This is an optimization exercise on Yosys and OpenROAD, whose aim is small area, a short achievable clock period and few clock cycles per item, not a production implementation.
In this exercise RTL edits were held to simulation tests only and were not proved equivalent to the original.

==> flow/design.v, too long to show whole: its modules and the start of the top module <==
// module bfly_fin: 32 lines
// module bfly_pre: 78 lines
// module bfly_mul: 963 lines
// module bfly_red: 590 lines
// module bfly_reg: 12 lines
// module ntt_butterfly: 58 lines
module ntt_butterfly (
  input  logic        clk,
  input  logic        rst,
  input  logic        in_valid,
  output logic        in_ready,
  input  logic        in_mode,
  input  logic [11:0] in_a,
  input  logic [11:0] in_b,
  input  logic [11:0] in_zeta,
  input  logic [7:0]  in_idx,
  output logic        out_valid,
  input  logic        out_ready,
  output logic [11:0] out_a,
  output logic [11:0] out_b,
  output logic [7:0]  out_idx,
  output logic        busy
);
  // ...
==> flow/flow/run.sh <==
#!/bin/bash
# Standard layout with three changes to how it is made:
#  - port buffers are buf_2 cells instead of the flow's default choice (a
#    slow delay buffer);
#  - timing repair aims for a 6.1 ns critical path (setup margin 7.9 ns
#    against the 14 ns clock);
#  - the clock tree is built from clkbuf_8 cells;
#  - after the standard synthesis, invopt.py flips the polarity of full-adder
#    cells (a full adder is self-dual) to drop the inverters Yosys leaves
#    between them; the netlist keeps the same function, registers and ports.
set -euo pipefail
ARGS=("BUFFER_PORTS_ARGS=-buffer_cell sky130_fd_sc_hd__buf_2" SETUP_SLACK_MARGIN=7.9 "CTS_BUF_LIST=sky130_fd_sc_hd__clkbuf_8")
R=$PWD/orfs/results/$FLOW_PLATFORM/ntt_butterfly/base
bash standard.sh "${ARGS[@]}" synth > synth.log 2>&1
cp $R/1_2_yosys.v 1_2_yosys_standard.v
python3 flow/invopt.py 1_2_yosys_standard.v $R/1_2_yosys.v > invopt.log 2>&1
rm -f $R/1_synth.odb $R/1_synth.sdc
bash standard.sh "${ARGS[@]}" finish > standard.log 2>&1
==> flow/flow/invopt.py <==
#!/usr/bin/env python3
"""Remove inverters around full-adder cells of a Yosys gate netlist.

A full adder is self-dual: FA(~a,~b,~c) = (~s, ~co). Flipping the polarity
of a full-adder cell absorbs inverters on its pins; flips are applied
greedily while they reduce the inverter count. Double inverters are then
collapsed. The result computes the same function; registers and ports are
untouched. Usage: invopt.py IN.v OUT.v
"""
import re
import sys

OUTS = {"X", "Y", "Q", "Q_N", "SUM", "COUT", "HI", "LO"}
INV = "sky130_fd_sc_hd__inv_1"


def main(src, dst):
    txt = open(src).read()
    m = re.search(r"^module\s+(\S+)\s*\(", txt, re.M)
    body_start = m.start()
    mod_txt = txt[body_start:txt.index("endmodule", body_start)]
    cell_re = re.compile(r"^\s*(sky130_fd_sc_hd__\w+)\s+(\S+)\s*\((.*?)\);\s*$", re.S | re.M)
    cells = {}
    order = []
    spans = []
    for cm in cell_re.finditer(mod_txt):
        typ, name, body = cm.group(1), cm.group(2), cm.group(3)
        pins = {}
        for p, n in re.findall(r"\.(\w+)\(\s*(.*?)\s*\)\s*(?:,|$)", body, re.S):
            pins[p] = n.strip()
        cells[name] = [typ, pins]
        order.append(name)
        spans.append((cm.start(), cm.end()))
    # everything that is not a cell instance (declarations, assigns, attributes)
    rest = []
    last = 0
    for a, b in spans:
        rest.append(mod_txt[last:a])
        last = b
    rest.append(mod_txt[last:])
    other = "".join(rest)
    other = re.sub(r"\(\*.*?\*\)", "", other, flags=re.S)
    # nets referenced outside cells (ports, assigns) are fixed
    fixed = set()
    for line in other.split(";"):
        line = line.strip()
        if line.startswith("assign"):
            for tok in re.findall(r"(\\\S+|[A-Za-z_][\w$]*(?:\s*\[\d+\])?)", line[6:]):
                fixed.add(tok.replace(" ", ""))
    ports = set()
    for kind in ("input", "output", "inout"):
        for decl in re.findall(kind + r"\s+(?:\[\d+:\d+\]\s*)?(\\\S+|[\w$]+)\s*;", other):
            ports.add(decl)

    def is_fixed(net):
        base = re.sub(r"\s*\[\d+\]$", "", net)
        return net in fixed or base in ports or net in ports or net.startswith("1'b")

    new_wires = []
    cnt = [0]

    def fresh():
        cnt[0] += 1
        w = f"invopt_{cnt[0]}"
        new_wires.append(w)
        return w

    def build():
        drv, loads = {}, {}
        for name, (typ, pins) in cells.items():
            for p, n in pins.items():
                if not n:
                    continue
                if p in OUTS:
                    drv[n] = (name, p)
                else:
                    loads.setdefault(n, []).append((name, p))
        return drv, loads

    def is_inv(name):
        return cells[name][0].startswith(("sky130_fd_sc_hd__inv_", "sky130_fd_sc_hd__clkinv_"))

    def is_fa(name):
        return cells[name][0].startswith("sky130_fd_sc_hd__fa_")

    def gain(name, drv, loads):
        typ, pins = cells[name]
        d = 0
        for p in ("A", "B", "CIN"):
            n = pins[p]
            dv = drv.get(n)
            if dv and is_inv(dv[0]) and not is_fixed(n):
                d += -1 if len(loads.get(n, [])) == 1 else 0
            else:
                d += 1
        for p in ("SUM", "COUT"):
            n = pins.get(p, "")
            if not n:
                continue
            ls = loads.get(n, [])
            if is_fixed(n):
                d += 1
                continue
            other_loads = 0
            for (ln, lp) in ls:
                if is_inv(ln) and not is_fixed(cells[ln][1]["Y"]):
                    d -= 1
                else:
                    other_loads += 1
            if other_loads:
                d += 1
        return d

    def flip(name, drv, loads):
        typ, pins = cells[name]
        for p in ("A", "B", "CIN"):
            n = pins[p]
            dv = drv.get(n)
            if dv and is_inv(dv[0]) and not is_fixed(n):
                pins[p] = cells[dv[0]][1]["A"]
                loads[n].remove((name, p))
                if not loads[n]:
                    del cells[dv[0]]
            else:
                w = fresh()
                iname = f"invopt_c{cnt[0]}"
                cells[iname] = [INV, {"A": n, "Y": w}]
                pins[p] = w
        for p in ("SUM", "COUT"):
            n = pins.get(p, "")
            if not n:
                continue
            ls = list(loads.get(n, []))
            w = fresh()
            pins[p] = w            # cell now drives ~n on w
            need_n = is_fixed(n)
            for (ln, lp) in ls:
                if is_inv(ln) and not is_fixed(cells[ln][1]["Y"]):
                    k = cells[ln][1]["Y"]
                    # loads of k (= ~n = w) move to w
                    for (kn, kp) in loads.get(k, []):
                        if kn in cells:
                            cells[kn][1][kp] = w
                    del cells[ln]
                else:
                    need_n = True
            if need_n:
                iname = f"invopt_c{cnt[0]}"
                cells[iname] = [INV, {"A": w, "Y": n}]

    n0 = sum(1 for c in cells if is_inv(c))
    changed = True
    while changed:
        changed = False
        drv, loads = build()
        for name in list(cells):
            if name in cells and is_fa(name) and gain(name, drv, loads) < 0:
                flip(name, drv, loads)
                drv, loads = build()
                changed = True
    # collapse inverter pairs x -> inv -> y -> inv -> z (y single-load)
    changed = True
    while changed:
        changed = False
        drv, loads = build()
        for name in list(cells):
            if name not in cells or not is_inv(name):
                continue
            y = cells[name][1]["Y"]
            ls = loads.get(y, [])
            if is_fixed(y) or len(ls) != 1 or not is_inv(ls[0][0]):
                continue
            j = ls[0][0]
            z = cells[j][1]["Y"]
            if is_fixed(z):
                continue
            x = cells[name][1]["A"]
            for (zn, zp) in loads.get(z, []):
                cells[zn][1][zp] = x
            del cells[name]
            del cells[j]
            changed = True
            break
    n1 = sum(1 for c in cells if is_inv(c))
    # drop declarations of nets no longer used anywhere
    used = set()
    for typ, pins in cells.values():
        used.update(pins.values())
    out = [txt[:body_start]]
    head = re.sub(r"\(\*.*?\*\)\s*", "", other)
    head_lines = []
    for line in head.split("\n"):
        if line.strip().startswith("endmodule"):
            continue
        head_lines.append(line)
    head = "\n".join(l for l in head_lines if l.strip())
    out.append(head + "\n")
    for w in new_wires:
        if w in used:
            out.append(f"  wire {w};\n")
    for name, (typ, pins) in cells.items():
        pl = ",\n".join(f"    .{p}({n}{' ' if n.startswith(chr(92)) else ''})" for p, n in pins.items())
        out.append(f"  {typ} {name} (\n{pl}\n  );\n")
    out.append("endmodule\n")
    open(dst, "w").write("".join(out))
    print(f"invopt: inverters {n0} -> {n1}")


if __name__ == "__main__":
    main(sys.argv[1], sys.argv[2])
==> flow/standard.sh <==
#!/bin/bash
# synth_recipe.tcl (not shown) runs the flow's synth.tcl, then flattens the netlist and writes it again
# the make line also repeats each setting of config.mk as NAME=value (left out here)
make -C /OpenROAD-flow-scripts/flow DESIGN_CONFIG=/design/flow/config.mk WORK_HOME=/design/flow/orfs CLKGATE_MAP_FILE= SYNTH_SCRIPT=/design/flow/synth_recipe.tcl "${@:-finish}"
==> flow/config.mk <==
export PLATFORM = sky130hd
export DESIGN_NAME = ntt_butterfly
export DESIGN_NICKNAME = ntt_butterfly
export VERILOG_FILES = /design/flow/design.v
export SDC_FILE = /design/flow/constraint.sdc
export NUM_CORES = 4
export LEC_CHECK = 0
export CAP_MARGIN = 20
export CORE_MARGIN = 2
export CORE_UTILIZATION = 40
export SLEW_MARGIN = 20
==> flow/constraint.sdc <==
create_clock -name core_clock -period 14.0 [get_ports {clk}]
set_input_delay 2.8000 -clock core_clock [delete_from_list [all_inputs] [get_ports {clk}]]
set_output_delay 2.8000 -clock core_clock [all_outputs]
set_load 0.01 [all_outputs]
==> flow_results.org, run 1 <==
** Detailed routing
- Final routed wirelength across all metal layers :: roughly 31000 µm
- Via Count :: 10124
- In the detailed route, the total length drawn on met3 is 1100 µm.
- After detailed routing, the wire length on met1 is 14500 µm.

** Floorplan
- Number of primary I/O pins :: between 80 and 90

** Placement
- Total cell area at the placement stage :: 0.0158 mm²
- Once placement completed, the tool counted placed cells totaling 1923.
- Input and output buffers added on the ports amount to 83.
- Dpl ws :: 7.81 ns

** Global routing
- Initial antenna violation count :: 0
- In this run the most used layer during global routing was met2.
- In the global route stage, met1 resource usage came out at 22.5%.
- Fraction of met3 tracks used by global routing :: 2.79%

** Cells and area
- Area fraction of clock buffers and clock inverters :: 2.54%
- The layout has 155 inverters outside the clock class.
- Number of sequential cells :: 132
- Fin area :: 0.0164 mm²
- From synthesis to final layout, the design area changed by 10.2%.
- The register with the most flip-flops in the layout has 47 of them.
- Total inserted antenna cells :: 0

** Worst setup path
- The critical path in this run is classified as input pin to output port.
- At the worst endpoint, the required time is 11.20 ns.
- Counting cells, the worst reg-to-reg path comes to 18.
- The startpoint identified for the worst register-to-register timing path is u_r2.q[13].

** STA
- Setup slack closes at 8.04 ns.
- Layout Skew :: 0.0243 ns
- Post-Route Setup TNS :: 0 ns
- Post-layout minimum cycle time :: 5.96 ns
- Derived from the worst setup path, the maximum achievable clock frequency is 168 MHz.
- Setup violations remaining at the end of the flow were counted as 0.
- Setup repair after global routing could not meet its margin everywhere.

** Clocking
- Root Driver :: sky130_fd_sc_hd__clkbuf_8
- CTS built an H-tree with a depth of 4.

** Status
- Result of the run :: finished clean
Testbench counts, summed over its fixed seeds: cycles 16,024, items 16,000.
==> module bfly_pre, before the edit <==
module bfly_pre (
  input  logic        mode,
  input  logic [11:0] a,
  input  logic [11:0] b,
  output logic [12:0] mx
);
  logic p_1;
  logic p_2;
  logic p_3;
  logic p_4;
  logic p_5;
  logic p_6;
  logic p_7;
  logic p_8;
  logic p_9;
  logic p_10;
  logic p_11;
  logic p_12;
  logic p_13;
  logic p_14;
  logic p_15;
  logic p_16;
  logic p_17;
  logic p_18;
  logic p_19;
  logic p_20;
  logic p_21;
  logic p_22;
  logic p_23;
  logic p_24;
  logic p_25;
  logic p_26;
  logic p_27;
  logic p_28;
  logic p_29;
  logic p_30;
  logic p_31;
  logic p_32;
  logic p_33;
  logic p_34;
  logic [12:0] p_35;
  assign p_1 = mode & ~a[0];
  assign p_2 = mode & ~a[1];
  assign p_3 = mode & ~a[2];
  assign p_4 = mode & ~a[3];
  assign p_5 = mode & ~a[4];
  assign p_6 = mode & ~a[5];
  assign p_7 = mode & ~a[6];
  assign p_8 = mode & ~a[7];
  assign p_9 = mode & ~a[8];
  assign p_10 = mode & ~a[9];
  assign p_11 = mode & ~a[10];
  assign p_12 = mode & ~a[11];
  assign p_13 = b[1] ^ p_2;
  assign p_14 = b[1] & p_2;
  assign p_15 = b[2] ^ p_3;
  assign p_16 = b[2] & p_3;
  assign p_17 = b[3] ^ p_4;
  assign p_18 = b[3] & p_4;
  assign p_19 = b[4] ^ p_5;
  assign p_20 = b[4] & p_5;
  assign p_21 = b[5] ^ p_6;
  assign p_22 = b[5] & p_6;
  assign p_23 = b[6] ^ p_7;
  assign p_24 = b[6] & p_7;
  assign p_25 = b[7] ^ p_8;
  assign p_26 = b[7] & p_8;
  assign p_27 = b[8] ^ p_9 ^ mode;
  assign p_28 = (b[8] & p_9) | (mode & (b[8] ^ p_9));
  assign p_29 = b[9] ^ p_10;
  assign p_30 = b[9] & p_10;
  assign p_31 = b[10] ^ p_11 ^ mode;
  assign p_32 = (b[10] & p_11) | (mode & (b[10] ^ p_11));
  assign p_33 = b[11] ^ p_12 ^ mode;
  assign p_34 = (b[11] & p_12) | (mode & (b[11] ^ p_12));
  assign p_35 = {mode, p_32, p_30, p_28, p_26, p_24, p_22, p_20, p_18, p_16, p_14, mode, b[0]} + {p_34, p_33, p_31, p_29, p_27, p_25, p_23, p_21, p_19, p_17, p_15, p_13, p_1};
  assign mx = p_35;
endmodule
==> inputs of run 2 (changes only) <==
--- a/flow/design.v
+++ b/flow/design.v
@@ -71,6 +71,15 @@
   logic p_33;
   logic p_34;
   logic [12:0] p_35;
+  logic p_36;
+  logic p_37;
+  logic p_38;
+  logic p_39;
+  logic p_40;
+  logic p_41;
+  logic p_42;
+  logic p_43;
+  logic [8:0] p_44;
   assign p_1 = mode & ~a[0];
   assign p_2 = mode & ~a[1];
   assign p_3 = mode & ~a[2];
@@ -105,7 +114,16 @@
   assign p_32 = (b[10] & p_11) | (mode & (b[10] ^ p_11));
   assign p_33 = b[11] ^ p_12 ^ mode;
   assign p_34 = (b[11] & p_12) | (mode & (b[11] ^ p_12));
-  assign p_35 = {mode, p_32, p_30, p_28, p_26, p_24, p_22, p_20, p_18, p_16, p_14, mode, b[0]} + {p_34, p_33, p_31, p_29, p_27, p_25, p_23, p_21, p_19, p_17, p_15, p_13, p_1};
+  assign p_36 = b[0] ^ p_1;
+  assign p_37 = b[0] & p_1;
+  assign p_38 = mode ^ p_13 ^ p_37;
+  assign p_39 = (mode & p_13) | (p_37 & (mode ^ p_13));
+  assign p_40 = p_14 ^ p_15 ^ p_39;
+  assign p_41 = (p_14 & p_15) | (p_39 & (p_14 ^ p_15));
+  assign p_42 = p_16 ^ p_17 ^ p_41;
+  assign p_43 = (p_16 & p_17) | (p_41 & (p_16 ^ p_17));
+  assign p_44 = {mode, p_32, p_30, p_28, p_26, p_24, p_22, p_20, p_18} + {p_34, p_33, p_31, p_29, p_27, p_25, p_23, p_21, p_19} + {8'b0, p_43};
+  assign p_35 = {p_44, {p_42, p_40, p_38, p_36}};
   assign mx = p_35;
 endmodule
 module bfly_mul (
==> flow/flow/run.sh (replaced) <==
#!/bin/bash
# Standard layout with four changes to how it is made:
#  - port buffers are buf_2 cells instead of the flow's default choice (a
#    slow delay buffer);
#  - timing repair aims for a 6.1 ns critical path (setup margin 7.9 ns
#    against the 14 ns clock);
#  - the clock tree is built from clkbuf_8 cells;
#  - after the standard synthesis, invopt3.py picks the polarity of the
#    adder cells (a full adder is self-dual; a half adder is rebuilt as an
#    XOR/XNOR and an AND-type gate when that helps) to drop the inverters
#    Yosys leaves between them; the netlist keeps the same function,
#    registers and ports.
set -euo pipefail
ARGS=("BUFFER_PORTS_ARGS=-buffer_cell sky130_fd_sc_hd__buf_2" SETUP_SLACK_MARGIN=7.9 "CTS_BUF_LIST=sky130_fd_sc_hd__clkbuf_8")
R=$PWD/orfs/results/$FLOW_PLATFORM/ntt_butterfly/base
bash standard.sh "${ARGS[@]}" synth > synth.log 2>&1
cp $R/1_2_yosys.v 1_2_yosys_standard.v
python3 flow/invopt3.py 1_2_yosys_standard.v $R/1_2_yosys.v > invopt.log 2>&1
rm -f $R/1_synth.odb $R/1_synth.sdc
bash standard.sh "${ARGS[@]}" finish > standard.log 2>&1
==> flow/flow/invopt3.py (new file) <==
#!/usr/bin/env python3
"""Remove inverters around the adder cells of a Yosys gate netlist.

A full adder is self-dual: FA(~a,~b,~c) = (~s, ~co), so each full-adder cell
may take its inputs and give its outputs inverted. A half adder may take
its inputs in either polarity and give its outputs in either polarity if it
is rebuilt as a 2-input XOR/XNOR for the sum and a 2-input AND-type gate for
the carry. A local search picks the polarities that need the least area
(inverters plus rebuilt half adders); inverters are then rebuilt, one at
most per signal, shared by every pin that needs the inverted signal. The
netlist computes the same function; registers, ports and all other cells
are untouched. Usage: invopt3.py IN.v OUT.v
"""
import random
import re
import sys

OUTS = {"X", "Y", "Q", "Q_N", "SUM", "COUT", "HI", "LO"}
P = "sky130_fd_sc_hd__"
INV_A = 3.7536
HA_A = 12.512
XOR_A = 8.7584
# carry gate of a rebuilt half adder: (alpha, beta, fc) -> (cell, area, pins)
# alpha/beta: the physical inputs X, Y carry x^alpha, y^beta; the gate must
# give (x & y) ^ fc.
CARRY = {
    (0, 0, 0): ("and2_1", 6.256, lambda X, Y: {"A": X, "B": Y}, "X"),
    (0, 0, 1): ("nand2_1", 3.7536, lambda X, Y: {"A": X, "B": Y}, "Y"),
    (1, 1, 0): ("nor2_1", 3.7536, lambda X, Y: {"A": X, "B": Y}, "Y"),
    (1, 1, 1): ("or2_1", 6.256, lambda X, Y: {"A": X, "B": Y}, "X"),
    (1, 0, 0): ("nor2b_1", 6.256, lambda X, Y: {"A": X, "B_N": Y}, "Y"),
    (1, 0, 1): ("nand2b_1", 6.256, lambda X, Y: {"A_N": X, "B": Y}, "Y"),
    (0, 1, 0): ("nor2b_1", 6.256, lambda X, Y: {"A": Y, "B_N": X}, "Y"),
    (0, 1, 1): ("nand2b_1", 6.256, lambda X, Y: {"A_N": Y, "B": X}, "Y"),
}


def main(src, dst, iters=200000):
    txt = open(src).read()
    m = re.search(r"^module\s+(\S+)\s*\(", txt, re.M)
    body_start = m.start()
    mod_end = txt.index("endmodule", body_start)
    mod_txt = txt[body_start:mod_end]
    cell_re = re.compile(r"^\s*(sky130_fd_sc_hd__\w+)\s+(\S+)\s*\((.*?)\);\s*$", re.S | re.M)
    cells = {}
    spans = []
    for cm in cell_re.finditer(mod_txt):
        typ, name, body = cm.group(1), cm.group(2), cm.group(3)
        pins = {}
        for p, n in re.findall(r"\.(\w+)\(\s*(.*?)\s*\)\s*(?:,|$)", body, re.S):
            pins[p] = n.strip()
        cells[name] = [typ, pins]
        spans.append((cm.start(), cm.end()))
    rest, last = [], 0
    for a, b in spans:
        rest.append(mod_txt[last:a])
        last = b
    rest.append(mod_txt[last:])
    other = re.sub(r"\(\*.*?\*\)", "", "".join(rest), flags=re.S)
    fixed = set()
    for stmt in other.split(";"):
        stmt = stmt.strip()
        if stmt.startswith("assign"):
            for tok in re.findall(r"(\\\S+|[A-Za-z_][\w$]*(?:\s*\[\d+\])?)", stmt[6:]):
                fixed.add(tok.replace(" ", ""))
    ports = set()
    for kind in ("input", "output", "inout"):
        for decl in re.findall(kind + r"\s+(?:\[\d+:\d+\]\s*)?(\\\S+|[\w$]+)\s*;", other):
            ports.add(decl)

    def is_fixed(net):
        base = re.sub(r"\s*\[\d+\]$", "", net)
        return net in fixed or net in ports or base in ports or net.startswith("1'b")

    def kind(name):
        t = cells[name][0]
        if t.startswith((P + "inv_", P + "clkinv_")):
            return "inv"
        if t.startswith(P + "fa_"):
            return "fa"
        if t.startswith(P + "ha_"):
            return "ha"
        return "other"

    drv, loads = {}, {}
    for name, (typ, pins) in cells.items():
        for p, n in pins.items():
            if not n:
                continue
            if p in OUTS:
                drv[n] = (name, p)
            else:
                loads.setdefault(n, []).append((name, p))

    absorb = {c for c in cells if kind(c) == "inv" and not is_fixed(cells[c][1]["Y"])}

    def root_of(net):
        par = 0
        while True:
            d = drv.get(net)
            if d and d[0] in absorb:
                net = cells[d[0]][1]["A"]
                par ^= 1
            else:
                return net, par

    conn = {}
    for name, (typ, pins) in cells.items():
        if name in absorb:
            continue
        for p, n in pins.items():
            if p in OUTS or not n:
                continue
            conn[(name, p)] = root_of(n)

    # variables: one per FA cell, two per HA cell (sum and carry polarity)
    var_of = {}      # (cell, outpin) -> var index
    nvar = 0
    cell_vars = {}
    for c in cells:
        if c in absorb:
            continue
        k = kind(c)
        pins = cells[c][1]
        outs = [p for p in ("SUM", "COUT") if pins.get(p)]
        if k == "fa":
            if any(is_fixed(pins[p]) for p in outs):
                continue
            for p in ("SUM", "COUT"):
                var_of[(c, p)] = nvar
            cell_vars[c] = [nvar]
            nvar += 1
        elif k == "ha":
            vs = []
            for p in ("SUM", "COUT"):
                if pins.get(p) and is_fixed(pins[p]):
                    continue
                var_of[(c, p)] = nvar
                vs.append(nvar)
                nvar += 1
            cell_vars[c] = vs
    val = [0] * nvar

    def pol(r):
        d = drv.get(r)
        if d is None:
            return 0
        v = var_of.get(d)
        return val[v] if v is not None else 0

    def need(c, p):
        if kind(c) == "fa" and c in cell_vars:
            return val[cell_vars[c][0]]
        return 0

    root_loads = {}
    ha_cells = [c for c in cells if c not in absorb and kind(c) == "ha"]
    for (c, p), (r, e) in conn.items():
        root_loads.setdefault(r, []).append((c, p, e))

    def root_inv(r):
        pr = pol(r)
        for c, p, e in root_loads.get(r, []):
            if kind(c) == "ha":
                continue
            if e ^ need(c, p) ^ pr:
                return 1
        return 0

    def ha_state(h):
        pins = cells[h][1]
        rA, eA = conn[(h, "A")]
        rB, eB = conn[(h, "B")]
        al = eA ^ pol(rA)
        be = eB ^ pol(rB)
        fs = val[var_of[(h, "SUM")]] if (h, "SUM") in var_of else 0
        fc = val[var_of[(h, "COUT")]] if (h, "COUT") in var_of else 0
        return al, be, fs, fc

    def ha_cost(h):
        al, be, fs, fc = ha_state(h)
        if (al, be, fs, fc) == (0, 0, 0, 0):
            return HA_A
        pins = cells[h][1]
        a = 0.0
        if pins.get("SUM"):
            a += XOR_A
        if pins.get("COUT"):
            a += CARRY[(al, be, fc)][1]
        return a

    # what each variable touches
    out_nets = {}
    for (c, p), v in var_of.items():
        out_nets.setdefault(v, []).append(cells[c][1][p])
    touch_roots, touch_has = [], []
    for v in range(nvar):
        rs, hs = set(), set()
        for n in out_nets.get(v, []):
            rs.add(n)
            for c, p, e in root_loads.get(n, []):
                if kind(c) == "ha":
                    hs.add(c)
        touch_roots.append(rs)
        touch_has.append(hs)
    for c, vs in cell_vars.items():
        if kind(c) == "fa":
            v = vs[0]
            for p in ("A", "B", "CIN"):
                if (c, p) in conn:
                    touch_roots[v].add(conn[(c, p)][0])
    touch_roots = [list(s) for s in touch_roots]
    touch_has = [list(s) for s in touch_has]

    def local(v):
        return INV_A * sum(root_inv(r) for r in touch_roots[v]) + sum(ha_cost(h) for h in touch_has[v])

    all_roots = list(root_loads)
    total = INV_A * sum(root_inv(r) for r in all_roots) + sum(ha_cost(h) for h in ha_cells)
    start = total
    best, best_val = total, list(val)
    rng = random.Random(1)
    for it in range(iters if nvar else 0):
        v = rng.randrange(nvar)
        before = local(v)
        val[v] ^= 1
        d = local(v) - before
        if d <= 1e-9 or rng.random() < 0.01:
            total += d
            if total < best - 1e-9:
                best, best_val = total, list(val)
        else:
            val[v] ^= 1
    val[:] = best_val

    n_before = sum(1 for c in cells if kind(c) == "inv")
    # rebuild
    new_wires = []
    inv_of = {}
    cnt = [0]

    def fresh():
        cnt[0] += 1
        w = f"invopt_{cnt[0]}"
        new_wires.append(w)
        return w

    def inverted(r):
        if r not in inv_of:
            w = fresh()
            cells[f"invopt_c{cnt[0]}"] = [P + "inv_1", {"A": r, "Y": w}]
            inv_of[r] = w
        return inv_of[r]

    ha_plan = {h: ha_state(h) for h in ha_cells}
    for c in list(absorb):
        del cells[c]
    for (c, p), (r, e) in conn.items():
        if c in ha_plan:
            continue
        cells[c][1][p] = inverted(r) if (e ^ need(c, p) ^ pol(r)) else r
    for h, (al, be, fs, fc) in ha_plan.items():
        typ, pins = cells[h]
        X = conn[(h, "A")][0]
        Y = conn[(h, "B")][0]
        if (al, be, fs, fc) == (0, 0, 0, 0):
            pins["A"], pins["B"] = X, Y
            continue
        del cells[h]
        if pins.get("SUM"):
            # X ^ Y = s ^ al ^ be; the gate must give s ^ fs
            if al ^ be ^ fs:
                cells[h + "_s"] = [P + "xnor2_1", {"A": X, "B": Y, "Y": pins["SUM"]}]
            else:
                cells[h + "_s"] = [P + "xor2_1", {"A": X, "B": Y, "X": pins["SUM"]}]
        if pins.get("COUT"):
            cname, _, mk, outp = CARRY[(al, be, fc)]
            cp = mk(X, Y)
            cp[outp] = pins["COUT"]
            cells[h + "_c"] = [P + cname, cp]
    n_after = sum(1 for c in cells if kind(c) == "inv")
    n_ha = sum(1 for c in cells if kind(c) == "ha")

    used = set()
    for typ, pins in cells.values():
        used.update(pins.values())
    head = re.sub(r"\(\*.*?\*\)\s*", "", other)
    head = "\n".join(l for l in head.split("\n") if l.strip() and not l.strip().startswith("endmodule"))
    out = [txt[:body_start], head + "\n"]
    for w in new_wires:
        out.append(f"  wire {w};\n")
    for name, (typ, pins) in cells.items():
        pl = ",\n".join(f"    .{p}({n}{' ' if n.startswith(chr(92)) else ''})" for p, n in pins.items())
        out.append(f"  {typ} {name} (\n{pl}\n  );\n")
    out.append("endmodule\n")
    open(dst, "w").write("".join(out))
    print(f"invopt3: inverters {n_before} -> {n_after}, half adders {len(ha_cells)} -> {n_ha}, "
          f"estimated area change {best - start:.1f} um2")


if __name__ == "__main__":
    main(sys.argv[1], sys.argv[2])
removed: flow/flow/invopt.py
==> run 2 against run 1 <==
Effect of this change: final cell count shrank 3.5%; cell area decreased by 3.5%; still clean on timing, DRC and antenna; global-route usage shrank 0.45 points; sequential share of layout area grew 0.88 points; first-iteration DRC count increased by 16%.
==> flow_results.org, run 2 <==
** Status
- Result of the run :: finished clean

** Clocking
- Clock Sinks :: 132
- Clock transition at path regs :: 0.09 ns
- In this run, CTS created clock tree buffers numbering 17.
- In this run the deepest clock path goes through 2 buffers.
- For the worst-skew pair, the clock arrives at the later sink with an insertion delay of 0.47 ns.
- Clock tree from TritonCTS :: built
- The cell sitting at the root of the clock tree is a sky130_fd_sc_hd__clkbuf_8.
- The CTS H-tree depth is 4 (unchanged).

** Cells and area
- Of the cells placed in the final design, the portion with a size suffix greater than 1 is 14.1%.
- Total inserted antenna cells :: 0 (unchanged)
- Flip-flop count of the largest register, all copies and words added :: 47 (unchanged)
- Largest registers in the final layout :: u_r2.q: 47 flops, u_r1.q: 46 flops, u_r3.q: 35 flops
- Leading cell types in the layout, fill and taps excluded :: sky130_fd_sc_hd__fa_1, sky130_fd_sc_hd__nand2_1, sky130_fd_sc_hd__edfxtp_1
- More flip-flops sit in one register than any other, and that register is u_r2.q.
- From synthesis to final layout, the design area changed by 11.4%.
- The final layout contains about 1700 nets.
- Fill cell instance count of the final layout :: 3299
- Leaving out fill and tap cells, the most frequent cell in the layout is sky130_fd_sc_hd__fa_1.

** Synthesis
- Synthesized cell area :: 0.0142 mm²
- Averaged over all synthesized cells, the footprint is 10.6 µm².
- The cell count after synthesis came out at 1344.
- Net count of the mapped netlist :: roughly 1600
- For this run, the number of Yosys warnings is 5.

** Global routing
- Pin count of the biggest net entering global routing :: 77
- Wire length of the first global-routing pass :: 49200 µm
- After global routing the overflow that remains totals 0.
- Overall fraction of global-route tracks in use :: between 15 and 20%
- Number of global-route vias before repair :: 10065
- Initial antenna violation count :: 0 (unchanged)

** Worst setup path
- Destination of the worst register-to-register timing path :: u_r3.q[20]
- Crit Path Category :: register to register
- STA classifies the critical path startpoint as a register.
- Sort of element at the end of the critical path :: register
- The data required time at the worst endpoint was 14.21 ns (+3.01 ns).
- Across all register-to-register paths, the minimum setup slack is between 8 and 9 ns.
- Buf+Inv Stages, Crit Path :: 2
- The startpoint identified for the worst register-to-register timing path is u_r2.q[12].
- CP max-delay cell :: sky130_fd_sc_hd__fa_2
- In this design, the critical path's most frequently occurring cell is sky130_fd_sc_hd__fa_1.
- Walking the worst path, the cells encountered are buf_4 > fa_1 > inv_1 > fa_2 > xor2_2 > nor2b_2 > a311oi_2 > o31ai_2 > a21oi_1 > xor2_1 > fa_1 > fa_1 > fa_2 > xor2_4 > nand2_2 > o211ai_1 > a31oi_1 > nor2b_1 > o21a_1 > o41ai_2 > xnor2_1.
- Crit path arrival time :: 6.17 ns
- Depth of the worst register-to-register path :: 21 (+3)
- Category of cells accounting for the largest share of critical-path delay :: adder cells
- Largest stage delay, worst path :: 0.56 ns
- Maximum fanout along the worst path :: 5

** Placement
- Placer's final routability congestion estimate :: around 0.83
- Detailed placement ended at an HPWL of 22700 µm.
- The count of input and output buffers came to 83 (unchanged).

** STA
- In this run the tightest slew margin relative to its limit is 33.5%.
- Final count of pins violating max slew :: 0
- Final hold slack :: 0.428 ns
- The sum of negative setup slack is 0 ns (unchanged).
- The final critical path takes up 42.6% of the cycle.
- Timing-limited maximum frequency :: 168 MHz (about the same)
- At the pin with the least slew margin, the transition time is 0.998 ns.
- The hold violation total from the final report was 0.
- The final critical-path required period was 5.96 ns (+0.00303 ns).
- Setup-failing EPs final :: 0 (unchanged)
- Setup repair after global routing could not meet its margin everywhere.
- The worst clock skew was 0.0256 ns (+0.00128 ns).

** Floorplan
- Height of the die :: 193 µm
- The initial utilization of the core area, before any placement, comes to 40.3%.
- Core footprint :: 0.0353 mm²
- Die width :: 193 µm
- The floorplan has 69 rows.
- Number of primary I/O pins :: 84 (unchanged)
- Die area :: 0.0371 mm²

** Worst hold path
- Class of the tightest hold or removal check :: register to register
- The worst hold path terminates at u_r3.q[2].
- The startpoint identified for the worst hold timing path is u_r2.q[2].
- The worst hold path passes through 0 cells.

** Detailed routing
- Wirelength per Cell :: 15.5 µm
- Residual DRC :: 0
- After detailed routing, the number of vias per cell comes to roughly 5.0.
- Final routed wirelength across all metal layers :: 29300 µm (-6.2%)
- 1st-pass router iterations :: 4
- In this run, the number of DRC markers left after iteration 0 of detailed routing was 495.
- The detail route stage leaves a number of antenna-violating nets equal to 0.
- Via Count :: 9566 (-5.5%)

** Run
- Max-capacitance violation count :: 0
## run 2: cell count changes in the layout (fill, tap and decap cells not counted), moves of 18 or more
| cell | delta |
|---|---|
| sky130_fd_sc_hd__xnor2_1 | +35 |
| sky130_fd_sc_hd__ha_1 | -93 |
| sky130_fd_sc_hd__inv_1 | -71 |
| sky130_fd_sc_hd__nor2_1 | +36 |
| sky130_fd_sc_hd__nor2b_1 | +18 |
| sky130_fd_sc_hd__xor2_1 | +51 |
## run 2: what timing repair did
item	CTS	global route
pin swaps	1	17
endpoints found under the setup margin	7	14
gates cloned	0	1
hold buffers	0	0
buffers inserted	1	10
resized for setup	6	35
## run 2: area by class of cell
type                            instances  area [µm²]  area share [%]
Inverter                               82         310            1.96
Tap cell                              461         577            3.64
Multi-Input combinational cell       1091       10000            63.4
Timing Repair Buffer                   97         557            3.51
Clock inverter                         15         201            1.27
Sequential cell                       132        3920            24.8
Clock buffer                           17         234            1.48
## run 2: worst max path at each step
| stage | startpoint | endpoint | slack (ns) | cells past startpoint |
|---|---|---|---|---|
| after CTS | u_r1.q[21] | u_r2.q[45] | 7.91 | 17 |
| after detailed placement | in_mode | u_r1.q[32] | 7.55 | 16 |
| after global routing | u_r2.q[12] | u_r3.q[19] | 7.76 | 21 |
| after floorplan | u_r1.q[45] | u_r2.q[45] | 7.86 | 17 |
| final | u_r2.q[12] | u_r3.q[20] | 8.04 | 21 |
| after global placement | in_mode | u_r1.q[32] | 7.63 | 16 |
## run 2: worst register-to-register path: cells and delay by family (launching register included)
| kind | cells | cell delay [ns] |
|---|---|---|
| xor gates and xnor gates | 4 | 0.85 |
| buffers and inverters | 2 | 0.22 |
| adders and majority gates | 5 | 2.53 |
| and+or+nand+nor | 3 | 0.42 |
| AOI/OAI and AO/OA | 7 | 1.28 |
| DFF | 1 | 0.42 |
## run 2: per-layer routing
metal	GRT usage, %	vias up	share of wire, %
li1	-	4607	-
met1	22.3	4780	47
met2	29.0	151	50
met3	2.05	28	2.7
met4	3.67	0	1.1
met5	0	-	0
## run 2: per-stage QoR
step                      std cells  utilization, %  worst slack, ns  area, µm²
after global placement         1851            42.8             7.63      15100
final                          1895            44.9             8.04      15800
after detailed placement       1851            42.8             7.55      15100
after global routing           1895            44.9             7.76      15800
after CTS                      1884            44.1             7.91      15600
after floorplan                1344               -             7.86      14300
Testbench counts of run 2, summed over its fixed seeds: cycles 16,024, items 16,000.
==> inputs of run 3 (changes only) <==
--- a/flow/flow/invopt3.py
+++ b/flow/flow/invopt3.py
@@ -35,6 +35,9 @@
 }
 
 
+PEN = 3.0
+
+
 def main(src, dst, iters=200000):
     txt = open(src).read()
     m = re.search(r"^module\s+(\S+)\s*\(", txt, re.M)
@@ -182,7 +185,7 @@
         if (al, be, fs, fc) == (0, 0, 0, 0):
             return HA_A
         pins = cells[h][1]
-        a = 0.0
+        a = PEN
         if pins.get("SUM"):
             a += XOR_A
         if pins.get("COUT"):
==> run 3 against run 2 <==
Effect of this change: clock-buffer cell count did not move; sequential cell count did not move; die area fell by 0.16%; cell area fell by 0.43%; largest cell class unchanged; highest routed layer unchanged; worst setup slack improved by 0.0096 ns; final cell count fell by 1.1%; still clean on timing, DRC and antenna; clock skew rose by 0.0052 ns; first-iteration DRC count fell by 10%.
==> flow_results.org, run 3 <==
** Status
- Result of the run :: finished clean

** STA
- The final hold slack was 0.424 ns (-0.00337 ns).
- The hold violation total from the final report is 0 (unchanged).
- RSZ-0062 raised after global routing :: true
- The sum of negative setup slack was 0 ns (unchanged).
- Actual transition at the worst max-transition pin :: 0.993 ns (-0.00481 ns)
- The final critical-path required period was 5.95 ns (-0.00961 ns).
- The worst clock skew came to 0.0308 ns (+0.00517 ns).
- The final setup violation count was 0 (unchanged).
- Final count of pins violating max slew :: 0 (unchanged)
- Final worst path period share :: 42.5% (-0.069 points)
- The worst-case headroom to the max-slew limit is 33.8% (+0.32 points).
- The maximum clock frequency came to 168 MHz (+0.16%).

** Synthesis
- Syn Inst Count :: 1328 (-1.2%)
- The number of warnings printed during yosys synthesis was 5 (unchanged).
- The net count after synthesis is 1639 (unchanged).
- Synth Area per Inst :: 10.7 µm² (+1.0%)
- Synthesized cell area :: 0.0142 mm² (-0.16%)

** Cells and area
- Total inserted antenna cells :: 0 (unchanged)
- Register bank with the most flops :: u_r2.q
- Post-synthesis to final-layout area growth :: 11.1%
- In the final layout, the registers with the most flip-flops are u_r2.q: 47 flops, u_r1.q: 46 flops, u_r3.q: 35 flops.
- The number of inserted filler cells in the final layout is 3338 (+1.2%).
- The flip-flop count of the largest register, all copies and words added was 47 (unchanged).
- Leaving out fill and tap cells, the most frequent cell in the layout is sky130_fd_sc_hd__fa_1.
- The top cell types in the final layout, fill and taps aside, are sky130_fd_sc_hd__fa_1, sky130_fd_sc_hd__nand2_1, sky130_fd_sc_hd__edfxtp_1.
- Final nets :: 1712 (-0.23%)
- Fin area :: 0.0158 mm² (-0.43%)
- Fraction of layout instances using a drive strength above 1 :: 13.5% (-0.58 points)
- The count of placed standard cells in the final layout, fillers left out came to 1875 (-1.1%).

** Clocking
- TritonCTS built the clock tree.
- The clock sink count was 132 (unchanged).
- The clock buffer count from CTS is 17 (unchanged).
- The clock-pin slew reported for the worst setup and hold paths after clock tree synthesis is 0.09 ns (about the same).
- The CTS H-tree depth came to 4 (unchanged).
- The tree is rooted in a sky130_fd_sc_hd__clkbuf_8.
- Max Root-Sink Buffers :: 2 (unchanged)
- The clock network latency to the later pin of the worst-skew pair came to 0.48 ns (about the same).
- The count of hold-fix buffers inserted at cts is 0 (unchanged).

** Worst setup path
- Sort of element at the end of the critical path :: output port
- Type of element launching the critical path :: input pin
- Crit Path Category :: input pin to output port
- The data required time at the worst endpoint came to 11.20 ns (-3.01 ns).
- The largest fanout of any net on the critical path was 2 (-3).
- The data arrival time of the worst path is 3.15 ns (-3.02 ns).
- Worst reg2reg setup slack :: 8.08 ns (+0.04 ns)

** Detailed routing
- The number of vias per cell after detailed routing is 5.02 (-0.55%).
- The number of vias in the routed layout came to 9413 (-1.6%).
- The post-route antenna net violation count was 0 (unchanged).
- 1st-pass router iterations :: 4 (unchanged)
- Wirelength per Cell :: 15.6 µm (+1.2%)
- The number of DRC markers after the initial detailed-route iteration was 445 (-10%).
- Final routed wirelength across all metal layers :: 29300 µm (+0.14%)
- The remaining routing DRC violations came to 0 (unchanged).

** Floorplan
- Die width :: 192 µm (about the same)
- Count of standard-cell rows :: 69 (unchanged)
- Die area :: 0.0370 mm² (-0.16%)
- Initial Util :: 40.2% (-0.064 points)
- The placeable core region is 0.0353 mm² (unchanged).
- The vertical die dimension came to 192 µm (about the same).
- Number of primary I/O pins :: 84 (unchanged)

** Global routing
- Initial antenna violation count :: 0 (unchanged)
- Pin count of the biggest net entering global routing :: 69 (-10%)
- The overall global routing resource usage came to 16.9% (+0.17 points).
- Number of global-route vias before repair :: 10116 (+0.51%)
- Overflow left after global routing :: 0 (unchanged)
- The first-pass GRT wire length was 49300 µm (+0.31%).

** Placement
- The count of input and output buffers came to 83 (unchanged).
- Total cell area at the placement stage :: 0.0151 mm² (about the same)
- Cell count after placement :: 1835 (-0.86%)
- Hpwl dp :: 22900 µm (+0.92%)
- The global placer's final weighted congestion is 0.824 (-0.95%).

** Worst hold path
- The min-delay analysis places its worst path in the category register to register.

** Run
- Max-capacitance violation count :: 0 (unchanged)
[run 3: cell types whose count changed in the layout (fill, tap and decap cells not counted), moves of 2 or more]
cell,previous run,this run
sky130_fd_sc_hd__ha_2,1,3
sky130_fd_sc_hd__nor2_1,87,81
sky130_fd_sc_hd__ha_1,38,51
sky130_fd_sc_hd__inv_1,81,83
sky130_fd_sc_hd__xor2_2,6,3
sky130_fd_sc_hd__fa_1,195,197
sky130_fd_sc_hd__nand2b_1,28,25
sky130_fd_sc_hd__xor2_1,77,63
sky130_fd_sc_hd__nand2_1,143,140
sky130_fd_sc_hd__or2_1,4,2
sky130_fd_sc_hd__buf_4,11,8
sky130_fd_sc_hd__xnor2_2,4,2
sky130_fd_sc_hd__fa_2,12,10
[run 3: path summary, 6_finish.rpt]
check                           startpoint          to  cells after the start
worst max register to register   u_r2.q[9]  u_r3.q[19]                     20
worst max-delay path             out_ready    in_ready                      4
worst min-delay path             u_r1.q[4]   u_r2.q[4]                      0
worst min register to register   u_r1.q[4]   u_r2.q[4]                      0
[run 3: layer usage]
metal / track usage [%] / share of wire, % / up-vias
li1: - / - / 4561
met1: 22.4 / 47 / 4664
met2: 29.1 / 49 / 164
met3: 2.18 / 3.1 / 24
met4: 4.26 / 1.1 / 0
met5: 0 / 0 / -
[run 3: layout make-up]
cell class / count / area, µm² / share of cell area [%]
clock buffers: 17 / 234 / 1.48
clock inverters: 15 / 204 / 1.29
inverters: 84 / 318 / 2.01
multi-input cells: 1073 / 10000 / 63.4
flip-flops and latches: 132 / 3920 / 24.9
repair buffers: 93 / 520 / 3.30
well taps: 461 / 577 / 3.66
[run 3: what timing repair did]
| item | 4_1_cts | 5_1_grt |
|---|---|---|
| setup endpoints to repair | 2 | 11 |
| gates resized for setup | 2 | 30 |
| gates cloned | 0 | 1 |
| pin swaps | 0 | 13 |
| endpoints found under the hold margin | 0 | 0 |
| buffers inserted | 0 | 7 |
[run 3: worst max-delay path, stage by stage]
cell	delay (ns)
sky130_fd_sc_hd__buf_2	0.10
sky130_fd_sc_hd__nor2_1	0.08
sky130_fd_sc_hd__nor2_1	0.04
sky130_fd_sc_hd__buf_2	0.13
[run 3: stage by stage]
stage                     utilization [%]  worst slack [ns]
final                                44.7              8.05
after global routing                 44.7              7.81
after CTS                            44.0              7.90
after detailed placement             42.7              7.58
after global placement               42.7              7.62
after floorplan                         -              7.90
==> inputs of run 4 (changes only) <==
==> flow/flow/run.sh (replaced) <==
#!/bin/bash
# Standard layout with three changes to how it is made:
#  - port buffers are buf_2 cells instead of the flow's default choice (a
#    slow delay buffer);
#  - timing repair aims for a 6.1 ns critical path (setup margin 7.9 ns
#    against the 14 ns clock);
#  - the clock tree is built from clkbuf_8 cells;
#  - after the standard synthesis, invopt2.py flips the polarity of full-adder
#    cells (a full adder is self-dual) to drop the inverters Yosys leaves
#    between them; the netlist keeps the same function, registers and ports.
set -euo pipefail
ARGS=("BUFFER_PORTS_ARGS=-buffer_cell sky130_fd_sc_hd__buf_2" SETUP_SLACK_MARGIN=7.9 "CTS_BUF_LIST=sky130_fd_sc_hd__clkbuf_8")
R=$PWD/orfs/results/$FLOW_PLATFORM/ntt_butterfly/base
bash standard.sh "${ARGS[@]}" synth > synth.log 2>&1
cp $R/1_2_yosys.v 1_2_yosys_standard.v
python3 flow/invopt2.py 1_2_yosys_standard.v $R/1_2_yosys.v > invopt.log 2>&1
rm -f $R/1_synth.odb $R/1_synth.sdc
bash standard.sh "${ARGS[@]}" finish > standard.log 2>&1
==> flow/flow/invopt2.py (new file) <==
#!/usr/bin/env python3
"""Remove inverters around full-adder cells of a Yosys gate netlist.

A full adder is self-dual: FA(~a,~b,~c) = (~s, ~co). Each full-adder cell
may be replaced by its dual (inputs and outputs taken inverted); a local
search picks the set of dual cells that needs the fewest inverters, and
the inverters are then rebuilt: one inverter per signal at most, shared by
every pin that needs the inverted signal. The netlist computes the same
function; registers, ports and every other cell are untouched.
Usage: invopt2.py IN.v OUT.v
"""
import random
import re
import sys

OUTS = {"X", "Y", "Q", "Q_N", "SUM", "COUT", "HI", "LO"}
INV = "sky130_fd_sc_hd__inv_1"


def main(src, dst):
    txt = open(src).read()
    m = re.search(r"^module\s+(\S+)\s*\(", txt, re.M)
    body_start = m.start()
    mod_end = txt.index("endmodule", body_start)
    mod_txt = txt[body_start:mod_end]
    cell_re = re.compile(r"^\s*(sky130_fd_sc_hd__\w+)\s+(\S+)\s*\((.*?)\);\s*$", re.S | re.M)
    cells = {}
    spans = []
    for cm in cell_re.finditer(mod_txt):
        typ, name, body = cm.group(1), cm.group(2), cm.group(3)
        pins = {}
        for p, n in re.findall(r"\.(\w+)\(\s*(.*?)\s*\)\s*(?:,|$)", body, re.S):
            pins[p] = n.strip()
        cells[name] = [typ, pins]
        spans.append((cm.start(), cm.end()))
    rest, last = [], 0
    for a, b in spans:
        rest.append(mod_txt[last:a])
        last = b
    rest.append(mod_txt[last:])
    other = re.sub(r"\(\*.*?\*\)", "", "".join(rest), flags=re.S)
    fixed = set()
    for stmt in other.split(";"):
        stmt = stmt.strip()
        if stmt.startswith("assign"):
            for tok in re.findall(r"(\\\S+|[A-Za-z_][\w$]*(?:\s*\[\d+\])?)", stmt[6:]):
                fixed.add(tok.replace(" ", ""))
    ports = set()
    for kind in ("input", "output", "inout"):
        for decl in re.findall(kind + r"\s+(?:\[\d+:\d+\]\s*)?(\\\S+|[\w$]+)\s*;", other):
            ports.add(decl)

    def is_fixed(net):
        base = re.sub(r"\s*\[\d+\]$", "", net)
        return net in fixed or net in ports or base in ports or net.startswith("1'b")

    def is_inv(name):
        return cells[name][0].startswith(("sky130_fd_sc_hd__inv_", "sky130_fd_sc_hd__clkinv_"))

    def is_fa(name):
        return cells[name][0].startswith("sky130_fd_sc_hd__fa_")

    drv, loads = {}, {}
    for name, (typ, pins) in cells.items():
        for p, n in pins.items():
            if not n:
                continue
            if p in OUTS:
                drv[n] = (name, p)
            else:
                loads.setdefault(n, []).append((name, p))

    # an inverter is absorbable if its output net is internal
    absorb = {c for c in cells if is_inv(c) and not is_fixed(cells[c][1]["Y"])}

    def root_of(net):
        par = 0
        while True:
            d = drv.get(net)
            if d and d[0] in absorb:
                net = cells[d[0]][1]["A"]
                par ^= 1
            else:
                return net, par

    # every non-absorbed load pin: (cell, pin) -> (root, parity)
    conn = {}
    for name, (typ, pins) in cells.items():
        if name in absorb:
            continue
        for p, n in pins.items():
            if p in OUTS or not n or is_fixed(n) and drv.get(n) is None:
                continue
            conn[(name, p)] = root_of(n)
    fas = [c for c in cells if is_fa(c)]
    fa_idx = {c: i for i, c in enumerate(fas)}
    flip = [0] * len(fas)
    root_loads = {}
    for (c, p), (r, e) in conn.items():
        root_loads.setdefault(r, []).append((c, e))

    def fdrv(r):
        d = drv.get(r)
        if d and d[0] in fa_idx:
            return flip[fa_idx[d[0]]]
        return 0

    def root_cost(r):
        fd = fdrv(r)
        for c, e in root_loads.get(r, []):
            fk = flip[fa_idx[c]] if c in fa_idx else 0
            if e ^ fk ^ fd:
                return 1
        return 0

    fa_roots = []
    for c in fas:
        rs = set()
        pins = cells[c][1]
        for p in ("A", "B", "CIN"):
            if (c, p) in conn:
                rs.add(conn[(c, p)][0])
        for p in ("SUM", "COUT"):
            if pins.get(p):
                rs.add(pins[p])
        fa_roots.append(list(rs))

    all_roots = set(root_loads)
    cost = sum(root_cost(r) for r in all_roots)
    n_before = sum(1 for c in cells if is_inv(c))
    best = cost
    best_flip = list(flip)
    rng = random.Random(1)
    for it in range(60000):
        i = rng.randrange(len(fas))
        rs = fa_roots[i]
        before = sum(root_cost(r) for r in rs)
        flip[i] ^= 1
        after = sum(root_cost(r) for r in rs)
        d = after - before
        if d <= 0 or rng.random() < 0.02:
            cost += d
            if cost < best:
                best = cost
                best_flip = list(flip)
        else:
            flip[i] ^= 1
    flip[:] = best_flip

    # rebuild: drop absorbed inverters, flipped cells keep their pins but
    # their outputs now carry the complement
    for c in list(absorb):
        del cells[c]
    new_wires = []
    inv_of = {}
    cnt = [0]

    def inverted(r):
        if r not in inv_of:
            cnt[0] += 1
            w = f"invopt_{cnt[0]}"
            new_wires.append(w)
            cells[f"invopt_c{cnt[0]}"] = [INV, {"A": r, "Y": w}]
            inv_of[r] = w
        return inv_of[r]

    for (c, p), (r, e) in conn.items():
        fk = flip[fa_idx[c]] if c in fa_idx else 0
        need = e ^ fk ^ fdrv(r)
        cells[c][1][p] = inverted(r) if need else r
    n_after = sum(1 for c in cells if is_inv(c))

    used = set()
    for typ, pins in cells.values():
        used.update(pins.values())
    head = re.sub(r"\(\*.*?\*\)\s*", "", other)
    head = "\n".join(l for l in head.split("\n") if l.strip() and not l.strip().startswith("endmodule"))
    out = [txt[:body_start], head + "\n"]
    for w in new_wires:
        out.append(f"  wire {w};\n")
    for name, (typ, pins) in cells.items():
        pl = ",\n".join(f"    .{p}({n}{' ' if n.startswith(chr(92)) else ''})" for p, n in pins.items())
        out.append(f"  {typ} {name} (\n{pl}\n  );\n")
    out.append("endmodule\n")
    open(dst, "w").write("".join(out))
    print(f"invopt2: inverters {n_before} -> {n_after}, dual full adders {sum(flip)}")


if __name__ == "__main__":
    main(sys.argv[1], sys.argv[2])
removed: flow/flow/invopt3.py
==> run 4 against run 3 <==
Effect of this change: still clean; core utilization up 0.40 points; highest routed layer unchanged; wire length up 0.39%; sequential share of layout area down 0.40 points; final cell count about the same; via count up 0.57%; synthesized area up 1.8%; fmax about the same; first-iteration DRC count down 13%; hold slack better by 0.00052 ns.
==> flow_results.org, run 4 <==
** Worst hold path
- The path with the worst hold slack has its endpoint at u_r2.q[2].
- The worst hold path belongs to the class register to register.
- Worst Hold Path Cells :: 0 (unchanged)
- The worst hold path begins at u_r1.q[2].

** Clocking
- Clock tree from TritonCTS :: built
- Clock Latency Late Sink :: 0.48 ns (about the same)
- Hold buffer count at cts :: 0 (unchanged)
- Number of CTS-inserted buffers :: 17 (unchanged)
- Clock transition at path regs :: 0.10 ns (about the same)
- Max Root-Sink Buffers :: 2 (unchanged)
- Clock Sinks :: 132 (unchanged)
- H-Tree Level Count :: 4 (unchanged)
- Root Driver :: sky130_fd_sc_hd__clkbuf_8

** STA
- Final hold slack :: 0.425 ns (+0.000524 ns)
- The slew at the pin closest to its max-slew limit was 0.978 ns (-0.0154 ns).
- The maximum clock frequency was 168 MHz (about the same).
- The final setup violation count was 0 (unchanged).
- The hold violation total from the final report came to 0 (unchanged).
- The worst-case headroom to the max-slew limit came to 34.8% (+1.0 points).
- Final count of pins violating max slew :: 0 (unchanged)
- The final critical-path required period came to 5.95 ns (+0.00219 ns).
- Setup repair after global routing could not meet its margin everywhere.
- Post-Route Setup TNS :: 0 ns (unchanged)
- The worst clock skew came to 0.0195 ns (-0.0112 ns).
- The final period utilization was 42.5% (about the same).

** Floorplan
- Count of standard-cell rows :: 69 (unchanged)
- The vertical die dimension is 194 µm (+0.87%).
- Core footprint :: 0.0356 mm² (+0.73%)
- The effective utilization at floorplan is 40.6% (+0.42 points).
- The full die area was 0.0377 mm² (+1.7%).
- The number of placed I/O pins was 84 (unchanged).
- Die width :: 194 µm (+0.87%)

** Global routing
- The number of global-route vias before repair was 9874 (-2.4%).
- Initial antenna violation count :: 0 (unchanged)
- The first-pass GRT wire length came to 49200 µm (-0.17%).
- Pin count of the biggest net entering global routing :: 74 (+7.2%)
- Overflow left after global routing :: 0 (unchanged)
- Overall fraction of global-route tracks in use :: 16.1% (-0.71 points)

** Worst setup path
- The worst setup path is of the input pin to output port kind.
- Sort of element at the end of the critical path :: output port
- The number of cells traversed by the worst register-to-register path was 21 (+5.0%).
- The largest fanout of any net on the critical path came to 2 (unchanged).
- Crit path required time :: 11.20 ns (about the same)
- Type of element launching the critical path :: input pin
- The slack of the worst reg-to-reg path is 8.08 ns (about the same).
- Startpoint of the most critical register-to-register path :: u_r2.q[12]
- The data arrival time of the worst path is 3.15 ns (about the same).
- In this run the critical register-to-register path is captured at u_r3.q[20].

** Cells and area
- Total inserted antenna cells :: 0 (unchanged)
- Register bank with the most flops :: u_r2.q
- The share of post-route cells with drive strength above 1 came to 13.8% (+0.29 points).
- From synthesis to final layout, the design area changed by 10.9%.
- The largest registers in the layout are u_r2.q: 47 flops, u_r1.q: 46 flops, u_r3.q: 35 flops.
- The design area is 0.0160 mm² (+1.6%).
- Leading cell types in the layout, fill and taps excluded :: sky130_fd_sc_hd__fa_1, sky130_fd_sc_hd__inv_1, sky130_fd_sc_hd__nand2_1, sky130_fd_sc_hd__edfxtp_1, sky130_fd_sc_hd__ha_1
- The flip-flop count of the largest register, all copies and words added is 47 (unchanged).
- Leaving out fill and tap cells, the most frequent cell in the layout is sky130_fd_sc_hd__fa_1.
- The net total in the final layout came to 1787 (+4.4%).

** Detailed routing
- Post-detailed-route via-to-cell ratio :: 5.05 (+0.63%)
- The remaining routing DRC violations was 0 (unchanged).
- The post-route antenna net violation count came to 0 (unchanged).
- Final routed wirelength across all metal layers :: 29400 µm (+0.39%)
- Detailed router's first-iteration violation count :: 388 (-13%)
- Via Count :: 9467 (+0.57%)
- 1st-pass router iterations :: 5 (+1)
- Wirelength per Cell :: 15.7 µm (+0.44%)

** Placement
- Total cell area at the placement stage :: 0.0153 mm² (+1.7%)
- The global placer's final weighted congestion came to 0.860 (+4.4%).
- I/O Buffers :: 83 (unchanged)
- The total half-perimeter wirelength after legalization and detailed placement is 23200 µm (+1.0%).

** Synthesis
- Synthesized cell area :: 0.0145 mm² (+1.8%)
- Yosys synthesis warning count :: 5 (unchanged)
- The number of instances in the synthesized netlist came to 1326 (-0.15%).
- Synth Area per Inst :: 10.9 µm² (+1.9%)
- Net count of the mapped netlist :: 1713 (+4.5%)

** Status
- Result of the run :: finished clean

** Run
- Max-capacitance violation count :: 0 (unchanged)
==> run 4: critical path, stage by stage <==
cell and delay [ns]:
sky130_fd_sc_hd__buf_2 0.10, sky130_fd_sc_hd__nor2_1 0.08, sky130_fd_sc_hd__nor2_1 0.04, sky130_fd_sc_hd__buf_2 0.13
==> run 4: area by class of cell <==
| cell class | instances | area, µm² |
|---|---|---|
| inverters | 150 | 566 |
| clock inverters | 15 | 209 |
| well taps | 461 | 577 |
| clock buffers | 17 | 234 |
| multi-input cells | 1005 | 9990 |
| fillers | 3334 | 19500 |
| flip-flops and latches | 132 | 3920 |
| repair buffers | 94 | 528 |
==> run 4: how the worst max path moves through the flow <==
| stage | slack, ns | startpoint | endpoint | depth (start not counted) |
|---|---|---|---|---|
| 6_report | 8.05 | out_ready | in_ready | 4 |
| 5_1_grt | 7.78 | u_r2.q[11] | u_r3.q[34] | 20 |
| 4_1_cts | 7.90 | u_r2.q[10] | u_r3.q[34] | 21 |
| 3_5_place_dp | 7.60 | in_mode | u_r1.q[32] | 14 |
| 3_3_place_gp | 7.62 | in_mode | u_r1.q[32] | 14 |
| 2_1_floorplan | 7.90 | in_mode | u_r1.q[32] | 14 |
==> run 4: what timing repair did <==
action,CTS,global route
gates cloned,0,1
gates resized for setup,7,25
buffers inserted,2,6
pin swaps,1,21
endpoints found under the setup margin,5,10
==> run 4: stage by stage <==
step,worst slack [ns],util [%],cells
6_report,8.05,45.1,1874
5_1_grt,7.78,45.1,1874
4_1_cts,7.90,44.5,1867
3_5_place_dp,7.60,43.1,1833
3_3_place_gp,7.62,43.1,1833
2_1_floorplan,7.90,-,1326
==> run 4: routing by layer <==
metal	vias to the layer above	wire [µm]	global-route usage [%]
met5	-	0	0
met1	4696	13600	22.1
li1	4556	-	-
met2	179	14300	26.6
met3	36	1030	2.56
met4	0	490	4.71
==> inputs of run 5 (changes only) <==
--- a/flow/flow/run.sh
+++ b/flow/flow/run.sh
@@ -1,5 +1,5 @@
 #!/bin/bash
-# Standard layout with three changes to how it is made:
+# Standard layout with four changes to how it is made:
 #  - port buffers are buf_2 cells instead of the flow's default choice (a
 #    slow delay buffer);
 #  - timing repair aims for a 6.1 ns critical path (setup margin 7.9 ns
==> run 5 against run 4 <==
Effect of this change: final cell count is the same; worst setup slack is the same; critical endpoint unchanged; sequential cell count is the same; first-iteration DRC count is the same; clock-buffer cell count is the same; via count is the same.
==> flow_results.org, run 5 <==
** Placement
- The global placer's final weighted congestion is 0.860 (unchanged).
- Hpwl dp :: 23200 µm (unchanged)
- Dpl ws :: 7.60 ns (unchanged)
- I/O Buffers :: 83 (unchanged)

** Synthesis
- The number of instances in the synthesized netlist came to 1326 (unchanged).
- The post-synthesis instance area came to 0.0145 mm² (unchanged).
- The mean cell area of the mapped netlist is 10.9 µm² (unchanged).
- Net count of the mapped netlist :: 1713 (unchanged)
- The number of warnings printed during yosys synthesis is 5 (unchanged).

** Cells and area
- The area growth from synthesis to layout came to 10.9% (unchanged).
- Leading cell types in the layout, fill and taps excluded :: sky130_fd_sc_hd__fa_1, sky130_fd_sc_hd__inv_1, sky130_fd_sc_hd__nand2_1, sky130_fd_sc_hd__edfxtp_1, sky130_fd_sc_hd__ha_1
- The share of post-route cells with drive strength above 1 is 13.8% (unchanged).
- Flip-flop count of the largest register, all copies and words added :: 47 (unchanged)
- Sequential cell area in the final layout :: 0.00392 mm² (unchanged)
- Fill cell instance count of the final layout :: 3334 (unchanged)
- The net total in the final layout was 1787 (unchanged).
- Total inserted antenna cells :: 0 (unchanged)
- Register bank with the most flops :: u_r2.q
- Total area of multi-input combinational cells :: 0.00999 mm² (unchanged)
- Leaving out fill and tap cells, the most frequent cell in the layout is sky130_fd_sc_hd__fa_1.
- Largest registers in the final layout :: u_r2.q: 47 flops, u_r1.q: 46 flops, u_r3.q: 35 flops

** Worst setup path
- Depth of the worst register-to-register path :: 21 (unchanged)
- The slack of the worst reg-to-reg path was 8.08 ns (about the same).
- The data arrival time of the worst path is 3.15 ns (about the same).
- Crit path required time :: 11.20 ns (about the same)
- Crit Path Category :: input pin to output port
- The largest fanout of any net on the critical path is 2 (unchanged).
- The startpoint identified for the worst register-to-register timing path is u_r2.q[12].
- Sort of element at the end of the critical path :: output port
- Destination of the worst register-to-register timing path :: u_r3.q[20]
- The worst setup path is launched from an input pin.

** Clocking
- The CTS H-tree depth came to 4 (unchanged).
- Clock transition at path regs :: 0.10 ns (about the same)
- The clock sink count came to 132 (unchanged).
- Clock Latency Late Sink :: 0.48 ns (about the same)
- The tree is rooted in a sky130_fd_sc_hd__clkbuf_8.
- TritonCTS built the clock tree.
- The clock buffer count from CTS is 17 (unchanged).
- The count of hold-fix buffers inserted at cts came to 0 (unchanged).
- Max Root-Sink Buffers :: 2 (unchanged)

** Worst hold path
- Worst Hold Path Cells :: 0 (unchanged)
- Beginning of the worst hold path :: u_r1.q[2]
- The path class of the tightest hold or removal check is register to register.
- Hold endpoint :: u_r2.q[2]

** Floorplan
- Count of standard-cell rows :: 69 (unchanged)
- The number of placed I/O pins is 84 (unchanged).
- Die width :: 194 µm (unchanged)
- Die area :: 0.0377 mm² (unchanged)
- The effective utilization at floorplan was 40.6% (unchanged).
- Core footprint :: 0.0356 mm² (unchanged)
- The vertical die dimension came to 194 µm (unchanged).

** STA
- Final worst path period share :: 42.5% (unchanged)
- Worst Setup Slack, final :: 8.05 ns (unchanged)
- The final critical-path required period was 5.95 ns (unchanged).
- The sum of negative setup slack came to 0 ns (unchanged).
- The number of max-slew violations in the final report came to 0 (unchanged).
- Headroom to the max-slew limit :: 34.8% (unchanged)
- The worst clock skew came to 0.0195 ns (unchanged).
- RSZ-0062 raised after global routing :: true
- Hold Violations, Final :: 0 (unchanged)
- The slew at the pin closest to its max-slew limit was 0.978 ns (unchanged).
- The maximum clock frequency was 168 MHz (unchanged).
- The final setup violation count is 0 (unchanged).

** Detailed routing
- Antenna violation net count after detailed routing :: 0 (unchanged)
- The routed wire length came to 29400 µm (unchanged).
- The number of DRC markers after the initial detailed-route iteration is 388 (unchanged).
- Wirelength per Cell :: 15.7 µm (unchanged)
- The remaining routing DRC violations came to 0 (unchanged).
- Post-detailed-route via-to-cell ratio :: 5.05 (unchanged)
- Via Count :: 9467 (unchanged)
- The number of detailed-routing iterations run before antenna repair is 5 (unchanged).

** Global routing
- The first-pass GRT wire length is 49200 µm (unchanged).
- The overall global routing resource usage came to 16.1% (unchanged).
- The number of global-route vias before repair is 9874 (unchanged).
- Initial antenna violation count :: 0 (unchanged)
- The sum of overflow across all layers after global routing was 0 (unchanged).
- The maximum number of pins on one net before global-route repair is 74 (unchanged).

** Status
- The run finished with no timing, DRC or antenna violations.

** Run
- The count of max-cap constraint violations was 0 (unchanged).
==> run 5: final cells by class <==
type / count / area share, %
clock buffer: 17 / 1.46
clock inverter: 15 / 1.30
inverter: 150 / 3.53
multi-input combinational: 1005 / 62.3
sequential: 132 / 24.5
tap: 461 / 3.60
timing repair buffer: 94 / 3.29
==> run 5: worst max-delay path: stages <==
cell and delay [ns]:
sky130_fd_sc_hd__buf_2 0.10, sky130_fd_sc_hd__nor2_1 0.08, sky130_fd_sc_hd__nor2_1 0.04, sky130_fd_sc_hd__buf_2 0.13
==> run 5: metal layers <==
layer	up-vias	wire [µm]	track usage (%)
li1	4556	-	-
met1	4696	13600	22.1
met2	179	14300	26.6
met3	36	1030	2.56
met4	0	490	4.71
met5	-	0	0
==> run 5: worst max-delay path by stage <==
stage | from | endpoint
final | out_ready | in_ready
after floorplan | in_mode | u_r1.q[32]
after global placement | in_mode | u_r1.q[32]
after CTS | u_r2.q[10] | u_r3.q[34]
after detailed placement | in_mode | u_r1.q[32]
after global routing | u_r2.q[11] | u_r3.q[34]
==> run 5: metrics by stage <==
stage | cells | hold WS, ns | instance area (µm²) | utilization [%]
after floorplan | 1326 | 0.400 | 14500 | -
after global placement | 1833 | 0.401 | 15300 | 43.1
after detailed placement | 1833 | 0.406 | 15300 | 43.1
after CTS | 1867 | 0.424 | 15800 | 44.5
after global routing | 1874 | 0.431 | 16000 | 45.1
final | 1874 | 0.425 | 16000 | 45.1
==> run 5: timing repair <==
item,in CTS,in global routing
gates cloned,0,1
pin swaps,1,21
setup buffers,2,6
resized for setup,7,25
endpoints found under the setup margin,5,10

[separate check: timing with driven ports]
Ports are ideal in the flow. The routed layouts listed here were re-timed in OpenROAD. Step 1: set_driving_cell puts a clkbuf_16 on clk and a buf_2 on each other input, an assumption about the parent block. Step 2 moves the port delays by t, midway between the first and last clock arrival at a register: inputs arrive t later, outputs are due t later. That takes back most of the time a late clock gives input paths. a / b / c = no drivers / after step 1 / after step 2; a / b = the first two.
run	shift t [ns]	setup slack, ns	worst setup path at the end	slew at the worst register clock pin (ns)
run 1	0.529	8.044 / 8.025 / 8.025	input to output	0.11 / 0.11
run 2	0.499	8.041 / 8.029 / 7.626	input to register	0.11 / 0.11
run 3	0.508	8.051 / 8.032 / 7.570	input to register	0.11 / 0.11
run 4	0.516	8.048 / 8.030 / 7.609	input to register	0.11 / 0.11
run 5	0.516	8.048 / 8.030 / 7.609	input to register	0.11 / 0.11
After both steps setup and hold are still met in every run listed. The setup slack of run 3, which loses most, moves by -0.019 ns with the drivers and by -0.481 ns with both steps.
